Background: an optimization exercise with open tools, aiming at a short achievable clock period and few clock cycles. Do not read the settings as production practice. No functional check of the RTL was part of any run shown here. No activity file was given, so power comes from the tool's default toggle rates.

$ cat flow/run.sh
#!/bin/bash
# synth_recipe.tcl (not shown) runs the flow's synth.tcl, then flattens the netlist and writes it again
# the make line also repeats each setting of config.mk as NAME=value (left out here)
make -C /OpenROAD-flow-scripts/flow DESIGN_CONFIG=/design/flow/config.mk WORK_HOME=/design/flow/orfs CLKGATE_MAP_FILE= SYNTH_SCRIPT=/design/flow/synth_recipe.tcl finish
$ cat flow/config.mk
export PLATFORM = sky130hd
export DESIGN_NAME = sxp
export DESIGN_NICKNAME = sxp
export VERILOG_FILES = /design/flow/design.v
export SDC_FILE = /design/flow/constraint.sdc
export NUM_CORES = 4
export LEC_CHECK = 0
export ABC_CLOCK_PERIOD_IN_PS = 1500
export CAP_MARGIN = 50
export CORE_MARGIN = 2
export CORE_UTILIZATION = 40
export SETUP_SLACK_MARGIN = 3.8
export SLEW_MARGIN = 75
export TNS_END_PERCENT = 20
$ cat flow/constraint.sdc
create_clock -name core_clock -period 7.0 [get_ports {clk}]
set_input_delay 1.4000 -clock core_clock [delete_from_list [all_inputs] [get_ports {clk}]]
set_output_delay 1.4000 -clock core_clock [all_outputs]
set_load 0.01 [all_outputs]
$ cat flow/design.v
`default_nettype none
package sxp_pkg;
  typedef logic [32-1:0] data_t;      
  typedef logic [32-1:0] inst_t;      
  typedef logic [4-1:0]   rf_addr_t;   
  typedef logic [16-1:0]  imm_t;       
  typedef logic [3:0]             cvnz_t;      
  typedef enum logic [1:0] {
    DEST_REG   = 2'b00,
    DEST_JUMP  = 2'b01,
    DEST_STORE = 2'b10,
    DEST_NONE  = 2'b11    
  } dest_cfg_e;
  typedef enum logic [2:0] {
    SRC_RR = 3'b000,   
    SRC_RI = 3'b001,   
    SRC_PR = 3'b010,   
    SRC_PI = 3'b011    
  } src_cfg_e;
  typedef enum logic [2:0] {
    ALU_ADD, ALU_SUB, ALU_AND, ALU_OR, ALU_XOR, ALU_SHL, ALU_SHR, ALU_PASSB
  } alu_op_e;
  typedef enum logic [3:0] {
    WB_RESULT = 4'b0000,
    WB_Z      = 4'b0100,
    WB_N      = 4'b0101,
    WB_V      = 4'b0110,
    WB_C      = 4'b0111
  } wb_cfg_e;
endpackage
`default_nettype wire
`default_nettype none
import sxp_pkg::*;
module sxp_alu
(
  input  wire [7:0]             op1h,    
  input  wire                   res,     
  input  wire [3:0]             flg1h,   
  input  wire sxp_pkg::data_t   a,
  input  wire sxp_pkg::data_t   b,
  input  wire [4:0]             shl_n,   
  input  wire [4:0]             shr_n,
  input  wire sxp_pkg::data_t   k,
  input  wire sxp_pkg::data_t   k2,
  input  wire sxp_pkg::data_t   k3,
  output sxp_pkg::data_t        v,
  output logic                  eq,
  output logic                  eq2,     
  output logic                  eq3
);
  localparam int MSB = 32 - 1;
  sxp_pkg::data_t       pa;      
  sxp_pkg::data_t       ga;
  logic [32:0] ca;
  sxp_pkg::data_t       ps;      
  sxp_pkg::data_t       gs;
  logic [32:0] cs;
  sxp_pkg::data_t       sum;
  sxp_pkg::data_t       diff;
  logic                 y31_rest;
  logic                 v0_rest;
  logic                 fa0;
  logic                 fa1;
  logic                 fs0;
  logic                 fs1;
  sxp_pkg::data_t       shl;
  sxp_pkg::data_t       shr;
  sxp_pkg::data_t       y;
  sxp_pkg::data_t       bn;
  logic                 z;
  assign bn = ~b;
  assign pa = a ^ b;
  assign ga = a & b;
  assign ps = a ^ bn;
  assign gs = a & bn;
  sxp_carry i_ca (.p(pa), .g(ga), .cin(1'b0), .c(ca));
  sxp_carry i_cs (.p(ps), .g(gs), .cin(1'b1), .c(cs));
  assign sum  = pa ^ ca[MSB:0];
  assign diff = ps ^ cs[MSB:0];
  assign shl  = a << shl_n;
  assign shr  = a >> shr_n;
  assign y[MSB-1:0] = ({(32-1){op1h[ALU_ADD]}}   & sum[MSB-1:0])  |
                      ({(32-1){op1h[ALU_SUB]}}   & diff[MSB-1:0]) |
                      ({(32-1){op1h[ALU_AND]}}   & ga[MSB-1:0])   |
                      ({(32-1){op1h[ALU_OR]}}    & (a[MSB-1:0] | b[MSB-1:0])) |
                      ({(32-1){op1h[ALU_XOR]}}   & pa[MSB-1:0])   |
                      ({(32-1){op1h[ALU_SHL]}}   & shl[MSB-1:0])  |
                      ({(32-1){op1h[ALU_SHR]}}   & shr[MSB-1:0])  |
                      ({(32-1){op1h[ALU_PASSB]}} & b[MSB-1:0]);
  assign y31_rest = (op1h[ALU_AND] & ga[MSB]) | (op1h[ALU_OR] & (a[MSB] | b[MSB])) |
                    (op1h[ALU_XOR] & pa[MSB]) | (op1h[ALU_SHL] & shl[MSB]) |
                    (op1h[ALU_SHR] & shr[MSB]) | (op1h[ALU_PASSB] & b[MSB]);
  assign y[MSB] = y31_rest |
                  (op1h[ALU_ADD] & (ca[MSB] ? ~pa[MSB] : pa[MSB])) |
                  (op1h[ALU_SUB] & (cs[MSB] ? ~ps[MSB] : ps[MSB]));
  assign z = (op1h[ALU_ADD]   & ((a ^ b) == {(a[MSB-1:0] | b[MSB-1:0]), 1'b0})) |
             (op1h[ALU_SUB]   & (a == b))                                       |
             (op1h[ALU_AND]   & ((a & b) == '0))                                |
             (op1h[ALU_OR]    & ((a | b) == '0))                                |
             (op1h[ALU_XOR]   & (a == b))                                       |
             (op1h[ALU_SHL]   & (shl == '0))                                    |
             (op1h[ALU_SHR]   & (shr == '0))                                    |
             (op1h[ALU_PASSB] & (b == '0));
  assign fa0 = (flg1h[1] & pa[MSB]) | (flg1h[3] & ga[MSB]) | (flg1h[2] & ga[MSB]);
  assign fa1 = (flg1h[1] & ~pa[MSB]) | (flg1h[3] & (ga[MSB] | pa[MSB])) |
               (flg1h[2] & ~(ga[MSB] | pa[MSB]));
  assign fs0 = (flg1h[1] & ps[MSB]) | (flg1h[3] & gs[MSB]) | (flg1h[2] & gs[MSB]);
  assign fs1 = (flg1h[1] & ~ps[MSB]) | (flg1h[3] & (gs[MSB] | ps[MSB])) |
               (flg1h[2] & ~(gs[MSB] | ps[MSB]));
  assign v0_rest = (res & y[0]) | (flg1h[0] & z) | (flg1h[1] & y31_rest);
  assign v[MSB:1] = {(32-1){res}} & y[MSB:1];
  assign v[0]     = v0_rest | (op1h[ALU_ADD] & (ca[MSB] ? fa1 : fa0)) |
                    (op1h[ALU_SUB] & (cs[MSB] ? fs1 : fs0));
  sxp_eq i_eq  (.op1h(op1h), .res(res), .a(a), .b(b), .k(k),  .eq(eq));
  sxp_eq i_eq2 (.op1h(op1h), .res(res), .a(a), .b(b), .k(k2), .eq(eq2));
  sxp_eq i_eq3 (.op1h(op1h), .res(res), .a(a), .b(b), .k(k3), .eq(eq3));
endmodule
`default_nettype wire
`default_nettype none
module sxp_eq
(
  input  wire [7:0]             op1h,
  input  wire                   res,
  input  wire sxp_pkg::data_t   a,
  input  wire sxp_pkg::data_t   b,
  input  wire sxp_pkg::data_t   k,
  output logic                  eq
);
  localparam int MSB = 32 - 1;
  sxp_pkg::data_t bn;
  sxp_pkg::data_t ta;
  sxp_pkg::data_t ts;
  sxp_pkg::data_t m;
  assign bn = ~b;
  assign ta = (a & b)  | ((a ^ b)  & ~k);
  assign ts = (a & bn) | ((a ^ bn) & ~k);
  assign m  = ({32{op1h[ALU_ADD]}}   & ~(a ^ b ^ k ^ {ta[MSB-1:0], 1'b0}))  |
              ({32{op1h[ALU_SUB]}}   & ~(a ^ bn ^ k ^ {ts[MSB-1:0], 1'b1})) |
              ({32{op1h[ALU_AND]}}   & ~((a & b) ^ k))                      |
              ({32{op1h[ALU_OR]}}    & ~((a | b) ^ k))                      |
              ({32{op1h[ALU_XOR]}}   & ~((a ^ b) ^ k))                      |
              ({32{op1h[ALU_PASSB]}} & ~(b ^ k));
  assign eq = res & (&m);
endmodule
`default_nettype none
module sxp_carry
(
  input  wire [32-1:0] p,
  input  wire [32-1:0] g,
  input  wire                   cin,
  output logic [32:0]  c
);
  localparam int W = 32;
  localparam int L = $clog2(W);
  logic [W-1:0] gg [0:L];
  logic [W-1:0] pp [0:L];
  always_comb
  begin
    gg[0]    = g;
    pp[0]    = p;
    gg[0][0] = g[0] | (p[0] & cin);
    for (int l = 0; l < L; l++)
      for (int i = 0; i < W; i++)
        if (i >= (1 << l))
        begin
          gg[l+1][i] = gg[l][i] | (pp[l][i] & gg[l][i-(1<<l)]);
          pp[l+1][i] = pp[l][i] & pp[l][i-(1<<l)];
        end
        else
        begin
          gg[l+1][i] = gg[l][i];
          pp[l+1][i] = pp[l][i];
        end
  end
  assign c = {gg[L], cin};
endmodule
`default_nettype wire
`default_nettype none
import sxp_pkg::*;
module sxp_regf
(
  input  wire                    clk,
  input  wire                    reset_b,
  input  wire sxp_pkg::rf_addr_t addra,
  input  wire sxp_pkg::rf_addr_t addrb,
  input  wire sxp_pkg::rf_addr_t addrc,   
  input  wire                    wec,
  input  wire sxp_pkg::data_t    dc,
  output sxp_pkg::data_t         qra,
  output sxp_pkg::data_t         qrb
);
  sxp_pkg::data_t regs [0:16-1];
  always_ff @(posedge clk or negedge reset_b)
  begin
    if (!reset_b)
    begin
      for (int i = 0; i < 16; i++)
        regs[i] <= '0;
    end
    else if (wec)
      regs[addrc] <= dc;
  end
  assign qra = regs[addra];
  assign qrb = regs[addrb];
endmodule
`default_nettype wire
`default_nettype none
import sxp_pkg::*;
module sxp_fetch
#(
  parameter int N = 8   
)
(
  input  wire                 clk,
  input  wire                 reset_b,
  input  wire                 redir_v,       
  input  wire                 redir_seq,     
  input  wire sxp_pkg::data_t v,
  input  wire sxp_pkg::data_t seq_pc,
  input  wire                 redir_d,       
  input  wire sxp_pkg::data_t tgt_d,
  input  wire                 kill_x,        
  input  wire                 upd,           
  input  wire                 upd_taken,     
  input  wire sxp_pkg::data_t upd_pc,
  input  wire sxp_pkg::data_t upd_tgt,
  input  wire [N-1:0]         upd_hit,       
  input  wire sxp_pkg::inst_t mem_inst,
  output sxp_pkg::data_t      mem_pc,
  output logic                vld_x,
  output logic                ptaken_x,
  output logic                vld_d,
  output sxp_pkg::inst_t      ir_d,
  output sxp_pkg::rf_addr_t   ra_d,          
  output sxp_pkg::rf_addr_t   rb_d,
  output sxp_pkg::data_t      pc_d,
  output sxp_pkg::data_t      pc1_d,
  output sxp_pkg::data_t      predn_d,       
  output logic                ptaken_d,
  output logic [N-1:0]        hit_d
);
  sxp_pkg::data_t pc;
  sxp_pkg::data_t pc_o;
  sxp_pkg::data_t pc1;
  sxp_pkg::data_t predn;
  sxp_pkg::data_t tgt;
  logic [N-1:0]   hit;
  logic [N-1:0]   bv;
  sxp_pkg::data_t btag [0:N-1];
  sxp_pkg::data_t btgt [0:N-1];
  logic [N-1:0]   alloc;    
  logic           redirect;
  assign redirect = redir_v | redir_seq;
  assign pc1 = pc + sxp_pkg::data_t'(1);
  always_comb
  begin
    tgt = '0;
    for (int i = 0; i < N; i++)
    begin
      hit[i] = bv[i] & (btag[i] == pc);
      tgt    = tgt | (hit[i] ? btgt[i] : '0);
    end
  end
  assign predn  = (|hit) ? tgt : pc1;
  assign mem_pc = pc_o;
  sxp_pkg::data_t pc_x;
  sxp_pkg::data_t pc1_x;
  sxp_pkg::data_t predn_x;
  logic [N-1:0]   hit_x;
  always_ff @(posedge clk or negedge reset_b)
  begin
    if (!reset_b)
    begin
      pc    <= '0;
      pc_o  <= '0;
      vld_x <= 1'b0;
      vld_d <= 1'b0;
    end
    else
    begin
      pc    <= redir_v ? v : (redir_seq ? seq_pc : (redir_d ? tgt_d : predn));
      pc_o  <= ({32{redir_v}} & v) | ({32{~redir_v & redir_seq}} & seq_pc) |
               ({32{~redir_v & ~redir_seq & redir_d}} & tgt_d) |
               ({32{~redir_v & ~redir_seq & ~redir_d}} & predn);
      vld_x <= ~redirect & ~redir_d;
      vld_d <= vld_x & ~redirect & ~redir_d & ~kill_x;
    end
  end
  always_ff @(posedge clk)
  begin
    pc_x     <= pc;
    pc1_x    <= pc1;
    predn_x  <= predn;
    ptaken_x <= |hit;
    hit_x    <= hit;
    pc_d     <= pc_x;
    pc1_d    <= pc1_x;
    predn_d  <= predn_x;
    ptaken_d <= ptaken_x;
    hit_d    <= hit_x;
    ir_d     <= mem_inst;
    ra_d     <= mem_inst[27] ? mem_inst[19:16] : mem_inst[15:12];   
    rb_d     <= mem_inst[11:8];
  end
  logic [N-1:0]   wsel;
  logic [N-1:0]   wr_2;     
  logic [N-1:0]   clr_2;    
  sxp_pkg::data_t upd_pc_2;
  sxp_pkg::data_t upd_tgt_2;
  assign wsel = (|upd_hit) ? upd_hit : alloc;
  always_ff @(posedge clk or negedge reset_b)
  begin
    if (!reset_b)
    begin
      bv    <= '0;
      alloc <= {{(N-1){1'b0}}, 1'b1};
      wr_2  <= '0;
      clr_2 <= '0;
    end
    else
    begin
      wr_2  <= (upd && upd_taken) ? wsel : '0;
      clr_2 <= (upd && !upd_taken) ? upd_hit : '0;
      if (upd && upd_taken && !(|upd_hit))
        alloc <= {alloc[N-2:0], alloc[N-1]};
      bv    <= (bv | wr_2) & ~clr_2;
    end
  end
  always_ff @(posedge clk)
  begin
    upd_pc_2  <= upd_pc;
    upd_tgt_2 <= upd_tgt;
    for (int i = 0; i < N; i++)
      if (wr_2[i])
      begin
        btag[i] <= upd_pc_2;
        btgt[i] <= upd_tgt_2;
      end
  end
endmodule
`default_nettype wire
`default_nettype none
import sxp_pkg::*;
module sxp_execute
#(
  parameter int N = 8
)
(
  input  wire                    clk,
  input  wire                    reset_b,
  input  wire                    vld_x,
  input  wire                    ptaken_x,
  input  wire                    vld_d,
  input  wire sxp_pkg::inst_t    ir_d,
  input  wire sxp_pkg::rf_addr_t ra_d,
  input  wire sxp_pkg::rf_addr_t rb_d,
  input  wire sxp_pkg::data_t    pc_d,
  input  wire sxp_pkg::data_t    pc1_d,
  input  wire sxp_pkg::data_t    predn_d,
  input  wire                    ptaken_d,
  input  wire [N-1:0]            hit_d,
  input  wire sxp_pkg::data_t    qra,
  input  wire sxp_pkg::data_t    qrb,
  output logic                   wec,      
  output sxp_pkg::rf_addr_t      addrc,
  output sxp_pkg::data_t         wb_data,
  output logic                   redir_v,
  output logic                   redir_seq,
  output sxp_pkg::data_t         seq_pc,
  output logic                   redir_d,
  output logic                   kill_x,
  output sxp_pkg::data_t         tgt_d,
  output logic                   upd,
  output logic                   upd_taken,
  output sxp_pkg::data_t         upd_pc,
  output sxp_pkg::data_t         upd_tgt,
  output logic [N-1:0]           upd_hit,
  output sxp_pkg::data_t         v,        
  output logic                   spw_we,
  output sxp_pkg::data_t         spw_addr,
  output sxp_pkg::data_t         spw_data
);
  sxp_pkg::dest_cfg_e dest_cfg;
  sxp_pkg::src_cfg_e  src_cfg;
  sxp_pkg::wb_cfg_e   wb_cfg;
  logic               a_pc;
  logic               b_imm;
  logic               fa;
  logic               fb;
  logic               fa2;
  logic               fb2;
  sxp_pkg::data_t     qa;
  sxp_pkg::data_t     qb;
  logic               flag_sel;
  logic [7:0]         op1h_d;
  logic [3:0]         flg1h_d;
  logic               imm_jump;     
  logic               vld_e;
  logic               live_e;       
  sxp_pkg::dest_cfg_e dest_e;
  logic [7:0]         op1h_e;
  logic               res_e;
  logic [3:0]         flg1h_e;
  sxp_pkg::rf_addr_t  rd_e;
  logic               cond_e;
  logic               jz_e;
  sxp_pkg::data_t     a_e;
  sxp_pkg::data_t     b_e;
  logic [4:0]         shl_e;        
  logic [4:0]         shr_e;
  sxp_pkg::data_t     pc_e;
  sxp_pkg::data_t     pc1_e;
  sxp_pkg::data_t     predn_e;
  sxp_pkg::data_t     pc2_e;        
  sxp_pkg::data_t     pc3_e;
  logic               eq2;
  logic               eq3;
  logic               skip1;
  logic               skip2;
  logic               ptaken_e;
  logic [N-1:0]       hit_e;
  logic               eq;
  logic               taken;
  logic               redirect;
  logic               we_e;
  sxp_pkg::rf_addr_t  rd_w;
  logic               mis_w;
  logic               taken_w;
  sxp_pkg::data_t     v_w;
  sxp_pkg::data_t     pc_w;
  sxp_pkg::data_t     pc1_w;
  logic [N-1:0]       hit_w;
  assign dest_cfg = sxp_pkg::dest_cfg_e'(ir_d[31:30]);
  assign src_cfg  = sxp_pkg::src_cfg_e'(ir_d[29:27]);
  assign wb_cfg   = sxp_pkg::wb_cfg_e'(ir_d[23:20]);
  assign a_pc     = src_cfg[1];
  assign b_imm    = src_cfg[0];
  assign flag_sel = (wb_cfg[3:2] == 2'b01);
  always_comb
  begin
    op1h_d  = '0;
    flg1h_d = '0;
    op1h_d[ir_d[26:24]] = 1'b1;
    if (flag_sel)
      flg1h_d[wb_cfg[1:0]] = 1'b1;
  end
  assign imm_jump = vld_d & (dest_cfg == DEST_JUMP) & ~flag_sel &
                    (((src_cfg == SRC_PI) & (op1h_d[ALU_ADD] | op1h_d[ALU_PASSB])) |
                     ((src_cfg == SRC_RI) & op1h_d[ALU_PASSB]));
  assign tgt_d    = op1h_d[ALU_ADD] ? pc1_d + sxp_pkg::data_t'(ir_d[15:0]) :
                                      sxp_pkg::data_t'(ir_d[15:0]);
  assign redir_d  = imm_jump & ~tgt_ok & ~redir_seq & ~taken;
  sxp_pkg::data_t imm_d;
  sxp_pkg::data_t tk;
  logic           tgt_ok;
  assign imm_d  = sxp_pkg::data_t'(ir_d[15:0]);
  assign tk     = (pc1_d & imm_d) | ((pc1_d ^ imm_d) & ~predn_d);
  assign tgt_ok = op1h_d[ALU_ADD] ? ((pc1_d ^ imm_d ^ predn_d) == {tk[32-2:0], 1'b0}) :
                                    (imm_d == predn_d);
  assign fa  = ~a_pc  & we_e & (rd_e == ra_d);
  assign fb  = ~b_imm & we_e & (rd_e == rb_d);
  assign fa2 = wec & (addrc == ra_d);
  assign fb2 = wec & (addrc == rb_d);
  assign qa  = fa2 ? wb_data : qra;
  assign qb  = fb2 ? wb_data : qrb;
  always_ff @(posedge clk or negedge reset_b)
  begin
    if (!reset_b)
      vld_e <= 1'b0;
    else
      vld_e <= vld_d & ~redirect & ~skip1 & ~skip2;
  end
  always_ff @(posedge clk)
  begin
    live_e   <= ~src_cfg[2];
    dest_e   <= dest_cfg;
    op1h_e   <= op1h_d;
    res_e    <= ~flag_sel;
    flg1h_e  <= flg1h_d;
    rd_e     <= ir_d[19:16];
    cond_e   <= ir_d[0] & ~src_cfg[0];   
    jz_e     <= ir_d[1];
    a_e      <= fa ? v : (a_pc ? pc1_d : qa);
    b_e      <= fb ? v : (b_imm ? sxp_pkg::data_t'(ir_d[15:0]) : qb);
    shl_e    <= b_imm ? ir_d[4:0] : (fb ? v[4:0] : qb[4:0]);
    shr_e    <= ({5{fb}} & v[4:0]) | ({5{~fb & b_imm}} & ir_d[4:0]) |
                ({5{~fb & ~b_imm}} & qb[4:0]);
    pc_e     <= pc_d;
    pc1_e    <= pc1_d;
    pc2_e    <= pc1_d + sxp_pkg::data_t'(1);
    pc3_e    <= pc1_d + sxp_pkg::data_t'(2);
    predn_e  <= redir_d ? tgt_d : predn_d;
    ptaken_e <= ptaken_d;
    hit_e    <= hit_d;
  end
  sxp_alu i_alu (
    .op1h(op1h_e), .res(res_e), .flg1h(flg1h_e), .a(a_e), .b(b_e), .shl_n(shl_e),
    .shr_n(shr_e), .k(predn_e), .k2(pc2_e), .k3(pc3_e),
    .v(v), .eq(eq), .eq2(eq2), .eq3(eq3)
  );
  assign taken   = vld_e & live_e & (dest_e == DEST_JUMP) & (~cond_e | (b_e[0] ^ jz_e));
  assign we_e    = vld_e & live_e & (dest_e == DEST_REG);
  assign skip1     = taken & ~ptaken_e & eq2 & vld_d & ~ptaken_d;
  assign skip2     = taken & ~ptaken_e & eq3 & vld_d & ~ptaken_d & vld_x & ~ptaken_x;
  assign kill_x    = skip2;
  assign redir_v   = taken & ~eq & ~skip1 & ~skip2;
  assign redir_seq = vld_e & ~taken & ptaken_e;
  assign redirect  = redir_v | redir_seq;
  assign seq_pc    = pc1_e;
  always_ff @(posedge clk)
  begin
    spw_addr <= b_e;
    spw_data <= v;
    taken_w  <= taken;
    v_w      <= v;
    rd_w     <= rd_e;
    pc_w     <= pc_e;
    pc1_w    <= pc1_e;
    hit_w    <= hit_e;
  end
  always_ff @(posedge clk or negedge reset_b)
  begin
    if (!reset_b)
    begin
      spw_we <= 1'b0;
      mis_w  <= 1'b0;
      wec    <= 1'b0;
    end
    else
    begin
      wec    <= we_e;
      spw_we <= vld_e & live_e & (dest_e == DEST_STORE);
      mis_w  <= redirect | skip1 | skip2;
    end
  end
  assign addrc     = rd_w;
  assign wb_data   = v_w;
  assign upd       = mis_w;
  assign upd_taken = taken_w & (v_w != pc1_w);
  assign upd_pc    = pc_w;
  assign upd_tgt   = v_w;
  assign upd_hit   = hit_w;
endmodule
`default_nettype wire
`default_nettype none
import sxp_pkg::*;
module sxp
(
  input  wire                 clk,
  input  wire                 reset_b,
  input  wire sxp_pkg::inst_t mem_inst,   
  output sxp_pkg::data_t      mem_pc,     
  output logic                spw_we,     
  output sxp_pkg::data_t      spw_addr,
  output sxp_pkg::data_t      spw_data
);
  localparam int N = 8;
  logic              vld_x;
  logic              ptaken_x;
  logic              kill_x;
  logic              vld_d;
  sxp_pkg::inst_t    ir_d;
  sxp_pkg::rf_addr_t ra_d;
  sxp_pkg::rf_addr_t rb_d;
  sxp_pkg::data_t    pc_d;
  sxp_pkg::data_t    pc1_d;
  sxp_pkg::data_t    predn_d;
  logic              ptaken_d;
  logic [N-1:0]      hit_d;
  sxp_pkg::data_t    qra;
  sxp_pkg::data_t    qrb;
  logic              wec;
  sxp_pkg::rf_addr_t addrc;
  sxp_pkg::data_t    wb_data;
  sxp_pkg::data_t    v_e;
  logic              redir_v;
  logic              redir_seq;
  sxp_pkg::data_t    seq_pc;
  logic              redir_d;
  sxp_pkg::data_t    tgt_d;
  logic              upd;
  logic              upd_taken;
  sxp_pkg::data_t    upd_pc;
  sxp_pkg::data_t    upd_tgt;
  logic [N-1:0]      upd_hit;
  sxp_fetch #(.N(N)) i_fetch (
    .clk(clk), .reset_b(reset_b), .redir_v(redir_v), .redir_seq(redir_seq), .v(v_e),
    .seq_pc(seq_pc), .redir_d(redir_d), .tgt_d(tgt_d), .kill_x(kill_x), .upd(upd), .upd_taken(upd_taken), .upd_pc(upd_pc), .upd_tgt(upd_tgt),
    .upd_hit(upd_hit), .mem_inst(mem_inst), .mem_pc(mem_pc), .vld_x(vld_x), .ptaken_x(ptaken_x),
    .vld_d(vld_d),
    .ir_d(ir_d), .ra_d(ra_d), .rb_d(rb_d), .pc_d(pc_d), .pc1_d(pc1_d),
    .predn_d(predn_d), .ptaken_d(ptaken_d), .hit_d(hit_d)
  );
  sxp_regf i_regf (
    .clk(clk), .reset_b(reset_b), .addra(ra_d), .addrb(rb_d), .addrc(addrc),
    .wec(wec), .dc(wb_data), .qra(qra), .qrb(qrb)
  );
  sxp_execute #(.N(N)) i_execute (
    .clk(clk), .reset_b(reset_b), .vld_d(vld_d), .ir_d(ir_d), .ra_d(ra_d), .rb_d(rb_d),
    .pc_d(pc_d), .pc1_d(pc1_d), .predn_d(predn_d), .ptaken_d(ptaken_d), .hit_d(hit_d),
    .qra(qra), .qrb(qrb), .wec(wec), .addrc(addrc),
    .wb_data(wb_data), .redir_v(redir_v), .redir_seq(redir_seq), .seq_pc(seq_pc),
    .redir_d(redir_d), .tgt_d(tgt_d), .kill_x(kill_x), .vld_x(vld_x), .ptaken_x(ptaken_x),
    .upd(upd),
    .upd_taken(upd_taken), .upd_pc(upd_pc), .upd_tgt(upd_tgt), .upd_hit(upd_hit),
    .v(v_e), .spw_we(spw_we), .spw_addr(spw_addr), .spw_data(spw_data)
  );
endmodule
`default_nettype wire
==> results of run 1 <==
placed cells by master, fill, tap and decap left out, types with 185 or more instances in the layout:
cell type,Yosys,routed
a21oi_1,280,249
a22oi_1,435,427
buf_4,7,371
clkbuf_16,0,201
dfrtp_1,613,583
dfxtp_1,715,517
edfxtp_1,512,512
fa_1,208,197
inv_1,276,196
mux2_2,551,548
nand2_1,377,353
nor2_1,226,185
xnor2_1,364,344
xor2_1,345,332
critical path, cell delays in order (launching register included):
cell	delay (ps)
dfxtp_4	440
inv_4	100
fa_2	580
xor2_1	150
a21oi_1	110
o2111ai_4	150
nand4_1	290
nor4_2	310
buf_2	200
buf_6	110
nand4_1	140
o31ai_4	280
or2_4	190
buf_12	160
buf_16	150
a211oi_4	40
or3b_1	380
routing by layer:
layer,up-vias,track usage (%),routed length (um)
li1,29900,-,-
met1,37380,45.39,156000
met2,5129,51.19,173900
met3,1248,9.850,47140
met4,26,17.97,26610
met5,-,0,176
final cells by class:
class	count	share of cell area, %
tap	2975	3.258
inverter	283	1.114
antenna	13	0.02847
clock buffer	273	4.845
timing repair buffer	971	8.524
sequential	1841	39.95
clock inverter	95	1.103
multi-input combinational	5058	41.18
power by group through the flow:
stage                     Sequential [mW]  Combinational, mW  Clock, mW
after floorplan                      13.4               4.89          0
after global placement               14.4               7.54          0
after detailed placement             14.5               8.43          0
after CTS                            14.2               9.05       11.0
after global routing                 14.4               10.1       11.4
final                                14.3               9.71       10.9
cells by family (layout without fill, tap and decap cells):
kind of cell / count (synthesis) / in the layout / share of synthesized area (%)
flip-flops: 1841 / 1841 / 50.33
AND/OR/NAND/NOR: 1460 / 1465 / 8.353
XOR/XNOR: 709 / 709 / 6.936
adder cells (fa/ha/maj): 342 / 342 / 6.524
other: 0 / 13 / 0
buffers and inverters: 842 / 1622 / 3.685
multiplexers: 689 / 689 / 9.300
AO/OA/AOI/OAI: 1853 / 1853 / 14.88
worst max path at each step:
| stage | end | cells past startpoint | slack, ps | from |
|---|---|---|---|---|
| 5_1_grt | i_fetch.pc[11]$_DFF_PN0_ | 17 | 3050 | i_execute.b_e[24]$_DFF_P_ |
| 2_1_floorplan | i_fetch.pc[9]$_DFF_PN0_ | 14 | 3800 | i_execute.a_e[14]$_DFF_P_ |
| 4_1_cts | i_fetch.pc[0]$_DFF_PN0_ | 16 | 3200 | i_execute.b_e[9]$_DFF_P_ |
| 3_3_place_gp | i_fetch.pc[8]$_DFF_PN0_ | 11 | 1090 | i_execute.b_e[18]$_DFF_P_ |
| 6_report | i_fetch.pc[11]$_DFF_PN0_ | 16 | 3110 | i_execute.b_e[22]$_DFF_P_ |
| 3_5_place_dp | i_fetch.pc[11]$_DFF_PN0_ | 17 | 1640 | i_execute.a_e[17]$_DFF_P_ |
through the flow:
step	util, %	hold WS, ps	power [mW]	instance area [um^2]	cells
after floorplan	-	309.6	18.27	89820	7736
final	51.39	295.8	34.84	114200	11510
after global placement	42.62	309.6	21.98	94740	10510
after detailed placement	45.91	312.0	22.97	102100	10840
after CTS	50.49	298.6	34.24	112200	11420
after global routing	51.38	304.9	35.81	114200	11500
timing repair:
action | in CTS | in global routing
resized for setup | 498 | 158
setup endpoints to repair | 297 | 278
pin swaps | 104 | 93
cloned | 14 | 4
buffers inserted | 198 | 53
==> flow_summary.yaml, run 1 <==
run_status:
  status: "complete, no violations"
die:
  initial_core_util_pct: 40.27
  dieArea_mm2: 0.2276
  die_h_um: 477.1
  die_x_um: 477.1
  core_mm2: 0.2223
  io-pin-count: 131
  row_count: 173
timing:
  slew_violations: 0
  fin_crit_sh_pct: 55.64
  period_minus_slack_ps: 3895
  clock_skew_ps: 97.50
  max_slew_margin_pct: 68.36
  setup-violations-final: 0
  worst_pin_slew_ps: 471.2
  setup-tns-final_ps: 0
  rsz0062_at_grt: "true"
  fmax_mhz: 256.8
  hold_violations: 0
  worst_slack_ps: 3105
global_route:
  gr-total-overflow: 0
  grt_max_degree: 46
  grt_pass1_wl_um: 559400
  grt_pass1_vias: 71040
  antenna_found_initial: 31
  gr-usage-all-layers_pct: 34.40
synthesis:
  synth.area.top_cells: "edfxtp_1, dfrtp_1, dfxtp_1"
  synth_seq_area_share_pct: 50.33
  yosysUniqueCellTypes: 91
  async_flop_share_pct: 33.35
  yosys.area.top_type: "edfxtp_1"
  syn-num-nets: 8112
  syn_avg_cell_area_um2: 11.57
  synth_most_common_cell: "dfxtp_1"
  synth-edff-count: 512
  synthTopCellsByCount: "dfxtp_1, dfrtp_1, mux2_2"
  synth_cells: 7736
  ys_ff_latch: 1841
  ys.flop_type: "dfxtp_1"
  yosysTopAreaCellShare_pct: 17.17
  syn-cell-area_mm2: 0.08953
  ys_warn_count: 9
clock_tree:
  clock-sinks: 1841
  cts_tree: "yes"
  cts_buffers: 193
  clock_latency_ps: 890
  clock_path_buffers: 3
  clockRootBuffer: "clkbuf_16"
  ctsHoldBuffers: 0
  cts.clk_slew.worst_paths_ps: 60
  htreeDepth: 4
final_layout:
  multiInputGateArea_mm2: 0.04705
  drive_above_1_share_pct: 32.52
  largest_register_ffs: 512
  area_growth_pct: 27.61
  fillerInstances: 19030
  largest-register: "i_regf.regs"
  regArea_mm2: 0.04564
  fin_nets: 8724
  largestRegisters: "i_regf.regs x512, i_fetch.btag x256, i_fetch.btgt x256"
placed_design:
  place_hpwl_um: 285000
  place.gp.congestion: 1.066
  port_buffers: 130
  detailedPlace.worstSlack_ps: 1635
pwr:
  leakagePower_nw: 44.38
  peakVddDrop_mv: 0.2438
  power_frac_comb_pct: 27.9
  p_int_mw: 22.66
  switching_power_mw: 12.19
  p_sw_share_pct: 34.97
  seqPwrFrac_pct: 40.9
  p_clk_share_pct: 31.2
  power_density_mw_per_mm2: 305.0
min_path:
  whs_path_depth: 0
  hold_start: "i_fetch.predn_x[21]$_DFF_P_"
  hold_path_class: "flop to flop"
  hold_path_end: "i_fetch.predn_d[21]$_DFF_P_"
setup_path:
  timing.rr.start: "i_execute.b_e[22]$_DFF_P_"
  worstPathArrival_ps: 4660
  reg2reg_slack_ps: 3110
  worst-r2r-cell-count: 16
  path_class: "flop to flop"
  cp-start-kind: "flop"
  required_ps: 7770
  worstReg2RegEnd: "i_fetch.pc[11]$_DFF_PN0_"
  end_kind: "flop"
  cp_max_fo: 7
detailed_routing:
  vias: 73680
  drc_errors: 0
  firstDrtPassIters: 8
  routed_wl_um: 403800
  drt_iter0_drc: 10570
  postRouteAntennaNets: 0
  via_per_inst: 6.402
  wire_per_inst_um: 35.08
flow_run:
  maxCapViolCount: 0
==> run 2: changes to the inputs <==
--- a/flow/design.v
+++ b/flow/design.v
@@ -40,2 +40,4 @@
   input  wire sxp_pkg::data_t   b,
+  input  wire sxp_pkg::data_t   ax,      
+  input  wire sxp_pkg::data_t   bx,
   input  wire [4:0]             shl_n,   
@@ -44,7 +46,5 @@
   input  wire sxp_pkg::data_t   k2,
-  input  wire sxp_pkg::data_t   k3,
   output sxp_pkg::data_t        v,
   output logic                  eq,
-  output logic                  eq2,     
-  output logic                  eq3
+  output logic                  eq2      
 );
@@ -113,5 +113,4 @@
                     (op1h[ALU_SUB] & (cs[MSB] ? fs1 : fs0));
-  sxp_eq i_eq  (.op1h(op1h), .res(res), .a(a), .b(b), .k(k),  .eq(eq));
-  sxp_eq i_eq2 (.op1h(op1h), .res(res), .a(a), .b(b), .k(k2), .eq(eq2));
-  sxp_eq i_eq3 (.op1h(op1h), .res(res), .a(a), .b(b), .k(k3), .eq(eq3));
+  sxp_eq i_eq  (.op1h(op1h), .res(res), .a(ax), .b(bx), .k(k),  .eq(eq));
+  sxp_eq i_eq2 (.op1h(op1h), .res(res), .a(ax), .b(bx), .k(k2), .eq(eq2));
 endmodule
@@ -221,3 +220,2 @@
   input  wire sxp_pkg::data_t tgt_d,
-  input  wire                 kill_x,        
   input  wire                 upd,           
@@ -229,4 +227,2 @@
   output sxp_pkg::data_t      mem_pc,
-  output logic                vld_x,
-  output logic                ptaken_x,
   output logic                vld_d,
@@ -265,2 +261,4 @@
   assign mem_pc = pc_o;
+  logic           vld_x;
+  logic           ptaken_x;
   sxp_pkg::data_t pc_x;
@@ -285,3 +283,3 @@
       vld_x <= ~redirect & ~redir_d;
-      vld_d <= vld_x & ~redirect & ~redir_d & ~kill_x;
+      vld_d <= vld_x & ~redirect & ~redir_d;
     end
@@ -350,4 +348,2 @@
   input  wire                    reset_b,
-  input  wire                    vld_x,
-  input  wire                    ptaken_x,
   input  wire                    vld_d,
@@ -370,3 +366,2 @@
   output logic                   redir_d,
-  output logic                   kill_x,
   output sxp_pkg::data_t         tgt_d,
@@ -408,2 +403,4 @@
   sxp_pkg::data_t     b_e;
+  sxp_pkg::data_t     a_x;          
+  sxp_pkg::data_t     b_x;
   logic [4:0]         shl_e;        
@@ -414,7 +411,4 @@
   sxp_pkg::data_t     pc2_e;        
-  sxp_pkg::data_t     pc3_e;
   logic               eq2;
-  logic               eq3;
   logic               skip1;
-  logic               skip2;
   logic               ptaken_e;
@@ -470,3 +464,3 @@
     else
-      vld_e <= vld_d & ~redirect & ~skip1 & ~skip2;
+      vld_e <= vld_d & ~redirect & ~skip1;
   end
@@ -484,2 +478,6 @@
     b_e      <= fb ? v : (b_imm ? sxp_pkg::data_t'(ir_d[15:0]) : qb);
+    a_x      <= ({32{fa}} & v) | ({32{~fa & a_pc}} & pc1_d) |
+                ({32{~fa & ~a_pc}} & qa);
+    b_x      <= ({32{fb}} & v) | ({32{~fb & b_imm}} & imm_d) |
+                ({32{~fb & ~b_imm}} & qb);
     shl_e    <= b_imm ? ir_d[4:0] : (fb ? v[4:0] : qb[4:0]);
@@ -490,3 +488,2 @@
     pc2_e    <= pc1_d + sxp_pkg::data_t'(1);
-    pc3_e    <= pc1_d + sxp_pkg::data_t'(2);
     predn_e  <= redir_d ? tgt_d : predn_d;
@@ -496,12 +493,11 @@
   sxp_alu i_alu (
-    .op1h(op1h_e), .res(res_e), .flg1h(flg1h_e), .a(a_e), .b(b_e), .shl_n(shl_e),
-    .shr_n(shr_e), .k(predn_e), .k2(pc2_e), .k3(pc3_e),
-    .v(v), .eq(eq), .eq2(eq2), .eq3(eq3)
+    .op1h(op1h_e), .res(res_e), .flg1h(flg1h_e), .a(a_e), .b(b_e), .ax(a_x), .bx(b_x),
+    .shl_n(shl_e),
+    .shr_n(shr_e), .k(predn_e), .k2(pc2_e),
+    .v(v), .eq(eq), .eq2(eq2)
   );
-  assign taken   = vld_e & live_e & (dest_e == DEST_JUMP) & (~cond_e | (b_e[0] ^ jz_e));
+  assign taken   = vld_e & live_e & (dest_e == DEST_JUMP) & (~cond_e | (b_x[0] ^ jz_e));
   assign we_e    = vld_e & live_e & (dest_e == DEST_REG);
   assign skip1     = taken & ~ptaken_e & eq2 & vld_d & ~ptaken_d;
-  assign skip2     = taken & ~ptaken_e & eq3 & vld_d & ~ptaken_d & vld_x & ~ptaken_x;
-  assign kill_x    = skip2;
-  assign redir_v   = taken & ~eq & ~skip1 & ~skip2;
+  assign redir_v   = taken & ~eq & ~skip1;
   assign redir_seq = vld_e & ~taken & ptaken_e;
@@ -511,3 +507,3 @@
   begin
-    spw_addr <= b_e;
+    spw_addr <= b_x;
     spw_data <= v;
@@ -532,3 +528,3 @@
       spw_we <= vld_e & live_e & (dest_e == DEST_STORE);
-      mis_w  <= redirect | skip1 | skip2;
+      mis_w  <= redirect | skip1;
     end
@@ -557,5 +553,2 @@
   localparam int N = 8;
-  logic              vld_x;
-  logic              ptaken_x;
-  logic              kill_x;
   logic              vld_d;
@@ -587,5 +580,4 @@
     .clk(clk), .reset_b(reset_b), .redir_v(redir_v), .redir_seq(redir_seq), .v(v_e),
-    .seq_pc(seq_pc), .redir_d(redir_d), .tgt_d(tgt_d), .kill_x(kill_x), .upd(upd), .upd_taken(upd_taken), .upd_pc(upd_pc), .upd_tgt(upd_tgt),
-    .upd_hit(upd_hit), .mem_inst(mem_inst), .mem_pc(mem_pc), .vld_x(vld_x), .ptaken_x(ptaken_x),
-    .vld_d(vld_d),
+    .seq_pc(seq_pc), .redir_d(redir_d), .tgt_d(tgt_d), .upd(upd), .upd_taken(upd_taken), .upd_pc(upd_pc), .upd_tgt(upd_tgt),
+    .upd_hit(upd_hit), .mem_inst(mem_inst), .mem_pc(mem_pc), .vld_d(vld_d),
     .ir_d(ir_d), .ra_d(ra_d), .rb_d(rb_d), .pc_d(pc_d), .pc1_d(pc1_d),
@@ -602,3 +594,3 @@
     .wb_data(wb_data), .redir_v(redir_v), .redir_seq(redir_seq), .seq_pc(seq_pc),
-    .redir_d(redir_d), .tgt_d(tgt_d), .kill_x(kill_x), .vld_x(vld_x), .ptaken_x(ptaken_x),
+    .redir_d(redir_d), .tgt_d(tgt_d),
     .upd(upd),
--- a/flow/config.mk
+++ b/flow/config.mk
@@ -10,3 +10,4 @@
 export CORE_MARGIN = 2
-export CORE_UTILIZATION = 40
+export CORE_UTILIZATION = 65
+export PLACE_DENSITY = 0.75
 export SETUP_SLACK_MARGIN = 3.8
==> run 2 against run 1 <==
Worst setup slack worse by 240 ps. Clock skew is 8.3 ps lower. Final cell count is 12% lower.
==> flow_summary.yaml, run 2 <==
run_status:
  status: "complete, no violations"
clock_tree:
  cts.clk_slew.worst_paths_ps: 70
  cts_tree: "yes"
  clock_latency_ps: 890
  ctsHoldBuffers: 0
  cts_buffers: 180
  clockRootBuffer: "clkbuf_16"
  clock-sinks: 1869
  clock_path_buffers: 3
  htreeDepth: 4
synthesis:
  yosysUniqueCellTypes: 93
  syn-num-nets: 8090
  synth.area.top_cells: "edfxtp_1, dfrtp_1, dfxtp_1"
  synth_cells: 7708
  yosys.area.top_type: "edfxtp_1"
  ys_warn_count: 9
  synth-edff-count: 512
  synth_most_common_cell: "dfxtp_1"
  synth_seq_area_share_pct: 51.13
  syn-cell-area_mm2: 0.08921
  synthTopCellsByCount: "dfxtp_1, dfrtp_1, a22oi_1"
  async_flop_share_pct: 32.85
  ys_ff_latch: 1869
  syn_avg_cell_area_um2: 11.57
  ys.flop_type: "dfxtp_1"
  yosysTopAreaCellShare_pct: 17.24
die:
  initial_core_util_pct: 65.69
  dieArea_mm2: 0.1402
  row_count: 135
  die_h_um: 374.5
  core_mm2: 0.1358
  io-pin-count: 131
  die_x_um: 374.5
setup_path:
  timing.rr.start: "i_fetch.pc[8]$_DFF_PN0_"
  path_cells: "buf_6 -> xor2_4 -> nor4_4 -> nand4_1 -> nor4_4 -> buf_4 -> nor4_2 -> buf_2 -> buf_6 -> nand3_4 -> buf_8 -> nand4_1 -> o21a_1 -> a222oi_1 -> buf_2 -> buf_6 -> o21ai_2"
  worst-r2r-cell-count: 17
  end_kind: "flop"
  reg2reg_slack_ps: 2870
  max_stage_delay_ps: 570
  worstReg2RegEnd: "i_fetch.pc[22]$_DFF_PN0_"
  required_ps: 7720
  cp_max_fo: 8
  path_class: "flop to flop"
  worstPathArrival_ps: 4850
  cp_common_cell: "buf_6"
  cp-start-kind: "flop"
  slowest_stage: "dfrtp_4"
timing:
  worst_pin_slew_ps: 537.2
  clock_skew_ps: 89.19
  fin_crit_sh_pct: 59.05
  slew_violations: 0
  hold_violations: 0
  setup-violations-final: 0
  period_minus_slack_ps: 4134
  rsz0062_at_grt: "true"
  fmax_mhz: 241.9
  setup-tns-final_ps: 0
  max_slew_margin_pct: 64.18
  hold_ws_ps: 303.6
flow_run:
  maxCapViolCount: 0
global_route:
  grt_pass1_vias: 73480
  met3_usage_pct: 22.13
  grt.met1_usage_pct: 65.11
  antenna_found_initial: 31
  use_met2_pct: 74.43
  gr-usage-all-layers_pct: 53.05
  gr-total-overflow: 0
  busiest_layer: "met2"
  grt_pass1_wl_um: 532400
  grt_max_degree: 54
placed_design:
  dp_cells: 9505
  port_buffers: 130
  placed_cell_area_mm2: 0.09790
  place_hpwl_um: 249800
  place.gp.congestion: 1.105
detailed_routing:
  routed_wl_um: 389700
  drc_errors: 0
  wire_per_inst_um: 38.51
  firstDrtPassIters: 11
  drt_iter0_drc: 14390
  postRouteAntennaNets: 0
  vias: 76910
  via_per_inst: 7.600
final_layout:
  stdcell_count: 10120
  largest_register_ffs: 512
  most-common-layout-cells: "dfrtp_1, mux2_2, dfxtp_1"
  fin_nets: 8560
  fin_area_mm2: 0.1093
  largestRegisters: "i_regf.regs x512, i_fetch.btag x256, i_fetch.btgt x256"
  final_common_cell: "dfrtp_1"
  area_growth_pct: 22.49
  largest-register: "i_regf.regs"
  drive_above_1_share_pct: 29.53
pwr:
  seqPwrFrac_pct: 42.5
  p_sw_share_pct: 35.61
  p_clk_share_pct: 30.2
  switching_power_mw: 12.31
  leakagePower_nw: 43.95
  peakVddDrop_mv: 0.2637
  power_density_mw_per_mm2: 316.3
  p_int_mw: 22.26
  power_frac_comb_pct: 27.3
min_path:
  hold_path_end: "i_fetch.pc1_d[20]$_DFF_P_"
  whs_path_depth: 0
  hold_start: "i_fetch.pc1_x[20]$_DFF_P_"
  hold_path_class: "flop to flop"
-- run 2: cell count changes in the layout (fill, tap and decap cells not counted), sizes merged, moves of 71 or more --
| cell | before | now |
|---|---|---|
| a22oi | 435 | 540 |
| buf | 777 | 659 |
| ha | 134 | 205 |
| o21ai | 266 | 348 |
| o22ai | 74 | 147 |
| xor2 | 345 | 482 |
-- run 2: per-layer routing --
metal / wire (um) / share of wire [%]
met2: 157100 / 40
met1: 125700 / 32
met5: 347 / 0.089
met4: 40620 / 10
met3: 65970 / 17
-- run 2: worst max-delay path by stage --
stage,start,endpoint,slack (ps),depth (start not counted)
floorplan,i_execute.b_x[3]$_DFF_P_,i_fetch.pc[21]$_DFF_PN0_,3540,16
global placement,i_fetch.ir_d[24]$_DFF_P_,i_fetch.pc_o[22]$_DFF_PN0_,1830,12
detailed placement,i_execute.a_e[4]$_DFF_P_,i_execute.b_x[19]$_DFF_P_,1980,16
CTS,i_execute.b_x[3]$_DFF_P_,i_fetch.pc_o[12]$_DFF_PN0_,3080,20
global route,i_fetch.pc[4]$_DFF_PN0_,i_fetch.pc_o[22]$_DFF_PN0_,2920,16
finish,i_fetch.pc[8]$_DFF_PN0_,i_fetch.pc[22]$_DFF_PN0_,2870,17
-- run 2: through the flow --
| stage | total power, mW | utilization, % | setup WS [ps] |
|---|---|---|---|
| floorplan | 18.35 | - | 3541 |
| finish | 34.56 | 80.46 | 2866 |
| global placement | 21.60 | 68.48 | 1831 |
| detailed placement | 22.35 | 72.09 | 1982 |
| global route | 35.09 | 80.44 | 2916 |
| CTS | 33.10 | 78.52 | 3078 |
-- run 2: cell type report --
type / count / area, um^2
inverters: 291 / 1149
repair inverters: 1 / 8.758
well taps: 1781 / 2228
clock buffers: 260 / 5259
fillers: 7546 / 26530
diodes: 11 / 27.53
multi-input cells: 5002 / 44610
clock inverters: 72 / 974.7
flip-flops and latches: 1869 / 46210
repair buffers: 833 / 8807
-- run 2: worst max-delay path: cells and delay by family, from the launching register on --
family | cells | cell delay [ps]
buffers and inverters | 7 | 1120
XOR/XNOR | 1 | 180
AO/OA/AOI/OAI | 3 | 620
flip-flops | 1 | 570
AND/OR/NAND/NOR | 6 | 1460
-- run 2: power groups by stage --
stage                     Combinational [mW]  Sequential, mW  Clock [mW]
after floorplan                         4.77            13.6           0
after global routing                    9.64            14.7        10.8
after CTS                               8.44            14.4        10.2
final                                   9.44            14.7        10.4
after global placement                  7.02            14.6           0
after detailed placement                7.62            14.7           0
-- run 2: cells by family after synthesis --
family                     count (synthesis)  synth area share, %
muxes                                    674                9.313
xor gates and xnor gates                 786                7.717
and+or+nand+nor                         1353                7.691
AOI/OAI and AO/OA                       1841                14.39
DFF                                     1869                51.13
buffers and inverters                    837                3.672
adders and majority gates                348                6.084
-- run 2: repair_timing --
item,CTS,global route
buffers inserted,145,81
pin swaps,118,70
endpoints found under the setup margin,347,352
gates resized for setup,317,166
cloned,5,4
==> run 3: changes to the inputs <==
--- a/flow/design.v
+++ b/flow/design.v
@@ -40,11 +40,5 @@
   input  wire sxp_pkg::data_t   b,
-  input  wire sxp_pkg::data_t   ax,      
-  input  wire sxp_pkg::data_t   bx,
   input  wire [4:0]             shl_n,   
   input  wire [4:0]             shr_n,
-  input  wire sxp_pkg::data_t   k,
-  input  wire sxp_pkg::data_t   k2,
-  output sxp_pkg::data_t        v,
-  output logic                  eq,
-  output logic                  eq2      
+  output sxp_pkg::data_t        v
 );
@@ -113,4 +107,2 @@
                     (op1h[ALU_SUB] & (cs[MSB] ? fs1 : fs0));
-  sxp_eq i_eq  (.op1h(op1h), .res(res), .a(ax), .b(bx), .k(k),  .eq(eq));
-  sxp_eq i_eq2 (.op1h(op1h), .res(res), .a(ax), .b(bx), .k(k2), .eq(eq2));
 endmodule
@@ -118,28 +110,2 @@
 `default_nettype none
-module sxp_eq
-(
-  input  wire [7:0]             op1h,
-  input  wire                   res,
-  input  wire sxp_pkg::data_t   a,
-  input  wire sxp_pkg::data_t   b,
-  input  wire sxp_pkg::data_t   k,
-  output logic                  eq
-);
-  localparam int MSB = 32 - 1;
-  sxp_pkg::data_t bn;
-  sxp_pkg::data_t ta;
-  sxp_pkg::data_t ts;
-  sxp_pkg::data_t m;
-  assign bn = ~b;
-  assign ta = (a & b)  | ((a ^ b)  & ~k);
-  assign ts = (a & bn) | ((a ^ bn) & ~k);
-  assign m  = ({32{op1h[ALU_ADD]}}   & ~(a ^ b ^ k ^ {ta[MSB-1:0], 1'b0}))  |
-              ({32{op1h[ALU_SUB]}}   & ~(a ^ bn ^ k ^ {ts[MSB-1:0], 1'b1})) |
-              ({32{op1h[ALU_AND]}}   & ~((a & b) ^ k))                      |
-              ({32{op1h[ALU_OR]}}    & ~((a | b) ^ k))                      |
-              ({32{op1h[ALU_XOR]}}   & ~((a ^ b) ^ k))                      |
-              ({32{op1h[ALU_PASSB]}} & ~(b ^ k));
-  assign eq = res & (&m);
-endmodule
-`default_nettype none
 module sxp_carry
@@ -215,2 +181,4 @@
   input  wire                 redir_v,       
+  input  wire                 redir_w,       
+  input  wire sxp_pkg::data_t v_w,
   input  wire                 redir_seq,     
@@ -248,3 +216,3 @@
   logic           redirect;
-  assign redirect = redir_v | redir_seq;
+  assign redirect = redir_v | redir_w | redir_seq;
   assign pc1 = pc + sxp_pkg::data_t'(1);
@@ -278,6 +246,6 @@
     begin
-      pc    <= redir_v ? v : (redir_seq ? seq_pc : (redir_d ? tgt_d : predn));
-      pc_o  <= ({32{redir_v}} & v) | ({32{~redir_v & redir_seq}} & seq_pc) |
-               ({32{~redir_v & ~redir_seq & redir_d}} & tgt_d) |
-               ({32{~redir_v & ~redir_seq & ~redir_d}} & predn);
+      pc    <= redir_v ? v : (redir_w ? v_w : (redir_seq ? seq_pc : (redir_d ? tgt_d : predn)));
+      pc_o  <= ({32{redir_v}} & v) | ({32{redir_w}} & v_w) |
+               ({32{redir_seq}} & seq_pc) | ({32{redir_d}} & tgt_d) |
+               ({32{~redir_v & ~redir_w & ~redir_seq & ~redir_d}} & predn);
       vld_x <= ~redirect & ~redir_d;
@@ -362,4 +330,5 @@
   output sxp_pkg::data_t         wb_data,
-  output logic                   redir_v,
-  output logic                   redir_seq,
+  output logic                   redir_v,     
+  output logic                   redir_w,     
+  output logic                   redir_seq,   
   output sxp_pkg::data_t         seq_pc,
@@ -388,2 +357,3 @@
   sxp_pkg::data_t     qb;
+  sxp_pkg::data_t     imm_d;
   logic               flag_sel;
@@ -392,3 +362,6 @@
   logic               imm_jump;     
+  sxp_pkg::data_t     tk;
+  logic               tgt_ok;       
   logic               vld_e;
+  logic               ok_e;         
   logic               live_e;       
@@ -401,6 +374,6 @@
   logic               jz_e;
+  logic               pr_add_e;     
   sxp_pkg::data_t     a_e;
   sxp_pkg::data_t     b_e;
-  sxp_pkg::data_t     a_x;          
-  sxp_pkg::data_t     b_x;
+  sxp_pkg::data_t     b_x;          
   logic [4:0]         shl_e;        
@@ -410,15 +383,19 @@
   sxp_pkg::data_t     predn_e;
-  sxp_pkg::data_t     pc2_e;        
-  logic               eq2;
-  logic               skip1;
-  logic               ptaken_e;
+  logic               ptaken_e;     
   logic [N-1:0]       hit_e;
-  logic               eq;
   logic               taken;
+  logic               to_next;      
+  logic               to_skip;      
+  logic               skip1;
   logic               redirect;
   logic               we_e;
-  sxp_pkg::rf_addr_t  rd_w;
+  logic               st_e;
   logic               mis_w;
+  logic               chk_w;
+  logic               st_w;
+  sxp_pkg::data_t     b_w;
   logic               taken_w;
   sxp_pkg::data_t     v_w;
+  sxp_pkg::data_t     predn_w;
+  sxp_pkg::rf_addr_t  rd_w;
   sxp_pkg::data_t     pc_w;
@@ -432,2 +409,3 @@
   assign flag_sel = (wb_cfg[3:2] == 2'b01);
+  assign imm_d    = sxp_pkg::data_t'(ir_d[15:0]);
   always_comb
@@ -443,12 +421,7 @@
                      ((src_cfg == SRC_RI) & op1h_d[ALU_PASSB]));
-  assign tgt_d    = op1h_d[ALU_ADD] ? pc1_d + sxp_pkg::data_t'(ir_d[15:0]) :
-                                      sxp_pkg::data_t'(ir_d[15:0]);
-  assign redir_d  = imm_jump & ~tgt_ok & ~redir_seq & ~taken;
-  sxp_pkg::data_t imm_d;
-  sxp_pkg::data_t tk;
-  logic           tgt_ok;
-  assign imm_d  = sxp_pkg::data_t'(ir_d[15:0]);
-  assign tk     = (pc1_d & imm_d) | ((pc1_d ^ imm_d) & ~predn_d);
-  assign tgt_ok = op1h_d[ALU_ADD] ? ((pc1_d ^ imm_d ^ predn_d) == {tk[32-2:0], 1'b0}) :
-                                    (imm_d == predn_d);
+  assign tgt_d    = op1h_d[ALU_ADD] ? pc1_d + imm_d : imm_d;
+  assign tk       = (pc1_d & imm_d) | ((pc1_d ^ imm_d) & ~predn_d);
+  assign tgt_ok   = op1h_d[ALU_ADD] ? ((pc1_d ^ imm_d ^ predn_d) == {tk[32-2:0], 1'b0}) :
+                                      (imm_d == predn_d);
+  assign redir_d  = imm_jump & ~tgt_ok & ~redir_w & ~redir_seq & ~taken;
   assign fa  = ~a_pc  & we_e & (rd_e == ra_d);
@@ -476,6 +449,5 @@
     jz_e     <= ir_d[1];
+    pr_add_e <= (src_cfg == SRC_PR) & op1h_d[ALU_ADD] & ~flag_sel;
     a_e      <= fa ? v : (a_pc ? pc1_d : qa);
-    b_e      <= fb ? v : (b_imm ? sxp_pkg::data_t'(ir_d[15:0]) : qb);
-    a_x      <= ({32{fa}} & v) | ({32{~fa & a_pc}} & pc1_d) |
-                ({32{~fa & ~a_pc}} & qa);
+    b_e      <= fb ? v : (b_imm ? imm_d : qb);
     b_x      <= ({32{fb}} & v) | ({32{~fb & b_imm}} & imm_d) |
@@ -487,5 +459,4 @@
     pc1_e    <= pc1_d;
-    pc2_e    <= pc1_d + sxp_pkg::data_t'(1);
     predn_e  <= redir_d ? tgt_d : predn_d;
-    ptaken_e <= ptaken_d;
+    ptaken_e <= ptaken_d | (imm_jump & (redir_d | tgt_ok));
     hit_e    <= hit_d;
@@ -493,13 +464,15 @@
   sxp_alu i_alu (
-    .op1h(op1h_e), .res(res_e), .flg1h(flg1h_e), .a(a_e), .b(b_e), .ax(a_x), .bx(b_x),
-    .shl_n(shl_e),
-    .shr_n(shr_e), .k(predn_e), .k2(pc2_e),
-    .v(v), .eq(eq), .eq2(eq2)
+    .op1h(op1h_e), .res(res_e), .flg1h(flg1h_e), .a(a_e), .b(b_e), .shl_n(shl_e),
+    .shr_n(shr_e), .v(v)
   );
-  assign taken   = vld_e & live_e & (dest_e == DEST_JUMP) & (~cond_e | (b_x[0] ^ jz_e));
-  assign we_e    = vld_e & live_e & (dest_e == DEST_REG);
-  assign skip1     = taken & ~ptaken_e & eq2 & vld_d & ~ptaken_d;
-  assign redir_v   = taken & ~eq & ~skip1;
-  assign redir_seq = vld_e & ~taken & ptaken_e;
-  assign redirect  = redir_v | redir_seq;
+  assign ok_e  = vld_e & live_e & ~redir_w;
+  assign taken = ok_e & (dest_e == DEST_JUMP) & (~cond_e | (b_x[0] ^ jz_e));
+  assign we_e  = ok_e & (dest_e == DEST_REG);
+  assign st_e  = ok_e & (dest_e == DEST_STORE);
+  assign to_next   = pr_add_e & (b_x == '0);
+  assign to_skip   = pr_add_e & (b_x == sxp_pkg::data_t'(1));
+  assign skip1     = taken & ~ptaken_e & to_skip & vld_d & ~ptaken_d;
+  assign redir_v   = taken & ~ptaken_e & ~to_next & ~skip1;
+  assign redir_seq = vld_e & ~redir_w & ~taken & ptaken_e;
+  assign redirect  = redir_v | redir_seq | redir_w;
   assign seq_pc    = pc1_e;
@@ -507,6 +480,11 @@
   begin
-    spw_addr <= b_x;
-    spw_data <= v;
+    if (st_w)
+    begin
+      spw_addr <= b_w;
+      spw_data <= v_w;
+    end
+    b_w      <= b_x;
     taken_w  <= taken;
     v_w      <= v;
+    predn_w  <= predn_e;
     rd_w     <= rd_e;
@@ -521,3 +499,5 @@
       spw_we <= 1'b0;
+      st_w   <= 1'b0;
       mis_w  <= 1'b0;
+      chk_w  <= 1'b0;
       wec    <= 1'b0;
@@ -527,4 +507,6 @@
       wec    <= we_e;
-      spw_we <= vld_e & live_e & (dest_e == DEST_STORE);
-      mis_w  <= redirect | skip1;
+      st_w   <= st_e;
+      spw_we <= st_w;
+      mis_w  <= redir_v | redir_seq | skip1;
+      chk_w  <= taken & ptaken_e;
     end
@@ -533,3 +515,4 @@
   assign wb_data   = v_w;
-  assign upd       = mis_w;
+  assign redir_w   = chk_w & (v_w != predn_w);
+  assign upd       = mis_w | redir_w;
   assign upd_taken = taken_w & (v_w != pc1_w);
@@ -570,2 +553,3 @@
   logic              redir_seq;
+  logic              redir_w;
   sxp_pkg::data_t    seq_pc;
@@ -579,3 +563,4 @@
   sxp_fetch #(.N(N)) i_fetch (
-    .clk(clk), .reset_b(reset_b), .redir_v(redir_v), .redir_seq(redir_seq), .v(v_e),
+    .clk(clk), .reset_b(reset_b), .redir_v(redir_v), .redir_w(redir_w), .v_w(wb_data),
+    .redir_seq(redir_seq), .v(v_e),
     .seq_pc(seq_pc), .redir_d(redir_d), .tgt_d(tgt_d), .upd(upd), .upd_taken(upd_taken), .upd_pc(upd_pc), .upd_tgt(upd_tgt),
@@ -593,3 +578,3 @@
     .qra(qra), .qrb(qrb), .wec(wec), .addrc(addrc),
-    .wb_data(wb_data), .redir_v(redir_v), .redir_seq(redir_seq), .seq_pc(seq_pc),
+    .wb_data(wb_data), .redir_v(redir_v), .redir_w(redir_w), .redir_seq(redir_seq), .seq_pc(seq_pc),
     .redir_d(redir_d), .tgt_d(tgt_d),
--- a/flow/config.mk
+++ b/flow/config.mk
@@ -10,4 +10,3 @@
 export CORE_MARGIN = 2
-export CORE_UTILIZATION = 65
-export PLACE_DENSITY = 0.75
+export CORE_UTILIZATION = 40
 export SETUP_SLACK_MARGIN = 3.8
==> run 3 against run 2 <==
Utilization decreased by 28 points. Highest routed layer unchanged. Worst hold slack got worse by 51 ps. Global-route usage decreased by 21 points. Wire length decreased by 9.8%. Largest power group unchanged. Register-to-register slack improved by 390 ps. Worst setup slack improved by 390 ps. Die area increased by 48%. Still clean on timing, DRC and antenna. Largest cell class unchanged. Cell area decreased by 3.3%. Clock power increased by 5%. Maximum frequency increased by 11%. Clock skew increased by 24 ps. Total power decreased by 5.0%.
==> flow_summary.yaml, run 3 <==
detailed_routing:
  via_per_inst: 6.450
  postRouteAntennaNets: 0
  drc_errors: 0
  wire_per_inst_um: 34.63
  drt_iter0_drc: 9062
  vias: 65500
  routed_wl_um: 351700
  firstDrtPassIters: 8
placed_design:
  place.gp.congestion: 1.044
  place_hpwl_um: 236000
  port_buffers: 130
  dp_cells: 9426
  placed_cell_area_mm2: 0.09249
clock_tree:
  cts_buffers: 194
  ctsHoldBuffers: 0
  clock_path_buffers: 3
  cts.clk_slew.worst_paths_ps: 60
  clockRootBuffer: "clkbuf_16"
  clock-sinks: 1904
  htreeDepth: 4
  cts_tree: "yes"
  clock_latency_ps: 930
final_layout:
  largest_register_ffs: 512
  stdcell_count: 10150
  largestRegisters: "i_regf.regs x512, i_fetch.btag x256, i_fetch.btgt x256"
  fin_nets: 7492
  drive_above_1_share_pct: 33.57
  fin_area_mm2: 0.1057
  multiInputGateArea_mm2: 0.03689
  fillerInstances: 17110
  regArea_mm2: 0.04744
  final_common_cell: "edfxtp_1"
  area_growth_pct: 29.27
  most-common-layout-cells: "edfxtp_1, dfrtp_1, dfxtp_1"
  largest-register: "i_regf.regs"
setup_path:
  slowest_stage: "dfrtp_4"
  end_kind: "flop"
  cpLargestDelayFamily: "simple AND/OR/NAND/NOR gates"
  worstPathArrival_ps: 4450
  path_cells: "buf_12 -> buf_4 -> xor2_2 -> nor4_2 -> buf_2 -> nand4_1 -> nor3_4 -> nor4_2 -> buf_2 -> buf_6 -> nand2_8 -> clkbuf_16 -> nand4_1 -> o21a_1 -> a211oi_2 -> o22ai_1"
  max_stage_delay_ps: 530
  required_ps: 7710
  path_class: "flop to flop"
  cp-start-kind: "flop"
  crit_buf_inv: 6
  timing.rr.start: "i_fetch.pc[5]$_DFF_PN0_"
  critPathLaunch: "i_fetch.pc[5]$_DFF_PN0_"
  cp_max_fo: 6
timing:
  clock_skew_ps: 113.4
  fin_crit_sh_pct: 53.42
  worst_pin_slew_ps: 498.2
  slew_violations: 0
  hold_violations: 0
  max_slew_margin_pct: 66.78
  setup-tns-final_ps: 0
  rsz0062_at_grt: "true"
  period_minus_slack_ps: 3740
  setup-violations-final: 0
  hold_ws_ps: 252.4
  fmax_mhz: 267.4
pwr:
  leakagePower_nw: 41.99
  peakVddDrop_mv: 0.3180
  power_density_mw_per_mm2: 310.7
synthesis:
  yosys.area.top_type: "edfxtp_1"
  ys.flop_type: "dfxtp_1"
  ys_ff_latch: 1904
  synthTopCellsByCount: "dfxtp_1, dfrtp_1, edfxtp_1"
  ys_warn_count: 9
  synth.area.top_cells: "edfxtp_1, dfrtp_1, dfxtp_1"
  synth_seq_area_share_pct: 57.47
  synth-edff-count: 576
  syn-num-nets: 6859
  synth_most_common_cell: "dfxtp_1"
  yosysTopAreaCellShare_pct: 21.16
  syn_avg_cell_area_um2: 12.26
  synth_cells: 6668
  yosysUniqueCellTypes: 88
  async_flop_share_pct: 32.35
  syn-cell-area_mm2: 0.08173
global_route:
  gr-total-overflow: 0
  grt_max_degree: 65
  grt_pass1_wl_um: 485000
  gr-usage-all-layers_pct: 32.55
  grt_pass1_vias: 62900
  antenna_found_initial: 31
min_path:
  hold_start: "i_fetch.predn_x[8]$_DFF_P_"
  hold_path_class: "flop to flop"
die:
  dieArea_mm2: 0.2080
  die_x_um: 456.0
  die_h_um: 456.0
  io-pin-count: 131
  row_count: 165
  initial_core_util_pct: 40.31
  core_mm2: 0.2027
flow_run:
  maxCapViolCount: 0
run_status:
  status: "complete, no violations"
==> run 3: path summary, 6_finish.rpt <==
kind                                                  end  slack (ps)  depth (start not counted)
hold / removal                 i_fetch.predn_d[8]$_DFF_P_         250                          0
min in group asynchronous  i_regf.regs[8][10]$_DFFE_PN0P_         360                          1
max in group asynchronous    i_fetch.alloc[0]$_DFFE_PN1P_        4740                          8
setup / recovery               i_fetch.pc_o[28]$_DFF_PN0_        3260                         16
setup reg to reg               i_fetch.pc_o[28]$_DFF_PN0_        3260                         16
hold reg to reg                i_fetch.predn_d[8]$_DFF_P_         250                          0
==> run 3: logic make-up after synthesis <==
kind of cell    after synthesis  share of synthesized area (%)
compound gates             1616                          14.19
xor+xnor                    511                          5.476
fa+ha+maj                   157                          2.578
buf+inv                     663                          3.213
flops                      1904                          57.47
mux                         675                          9.939
simple gates               1142                          7.136
==> run 3: metal layers <==
metal,wire length (um),track usage (%)
met1,131100,41.90
met4,24840,18.54
met2,154600,49.70
met3,40780,8.454
met5,308,0
==> run 3: layout make-up <==
| cell class | count | area share, % |
|---|---|---|
| multi-input combinational | 4105 | 34.91 |
| tap | 2672 | 3.164 |
| antenna | 13 | 0.03079 |
| timing repair buffer | 914 | 9.889 |
| clock buffer | 282 | 5.301 |
| sequential | 1904 | 44.91 |
| clock inverter | 82 | 1.107 |
| inverter | 182 | 0.6881 |
==> run 3: per-stage QoR <==
stage               utilization [%]  power, mW  setup slack (ps)
floorplan                         -      17.03              3527
global placement              42.61      19.93             874.2
detailed placement            45.62      20.64              2465
CTS                           50.90      32.22              3335
global route                  52.10      33.60              3213
finish                        52.11      32.82              3260
==> run 3: worst register-to-register path, stage by stage (launching register included) <==
cell and delay, ps:
dfrtp_4 530, buf_12 170, buf_4 150, xor2_2 160, nor4_2 200, buf_2 200
nand4_1 210, nor3_4 310, nor4_2 80, buf_2 150, buf_6 130, nand2_8 130
clkbuf_16 170, nand4_1 210, o21a_1 260, a211oi_2 350, o22ai_1 120
==> run 3: power breakdown <==
part	leakage [nW]	switching, mW	internal (mW)
Combinational	19.1	4.43	3.01
Sequential	19.6	1.55	13.0
Clock	3.28	4.69	6.19
==> run 3: what timing repair did <==
| item | CTS | global route |
|---|---|---|
| setup endpoints to repair | 303 | 287 |
| setup buffers | 201 | 101 |
| resized for setup | 365 | 226 |
| gates cloned | 28 | 8 |
| hold endpoints to repair | 0 | 0 |
| pin swaps | 117 | 97 |

static timing again, ports no longer ideal:
The results above use ideal ports. As a check the final layouts listed here were re-extracted and re-timed, cells and wires unchanged. Step 1, drivers: a clkbuf_16 drives clk and a buf_2 each remaining input, both assumed. Step 2 moves the port delays by t, midway between the first and last clock arrival at a register: inputs arrive t later, outputs are due t later. That takes back most of the time a late clock gives input paths. a / b / c = no drivers / after step 1 / after step 2; a / b = the first two.
| run | t, ns | setup WS [ns] | worst slew at a driven data input, ns | cell pins on the clock port's net |
|---|---|---|---|---|
| run 1 | 0.933 | 3.105 / 3.105 / 3.105 | 0.06 | 1 |
| run 2 | 0.927 | 2.866 / 2.866 / 2.866 | 0.07 | 1 |
| run 3 | 0.962 | 3.260 / 3.260 / 3.260 | 0.06 | 1 |
After both steps every run listed still meets setup and hold.
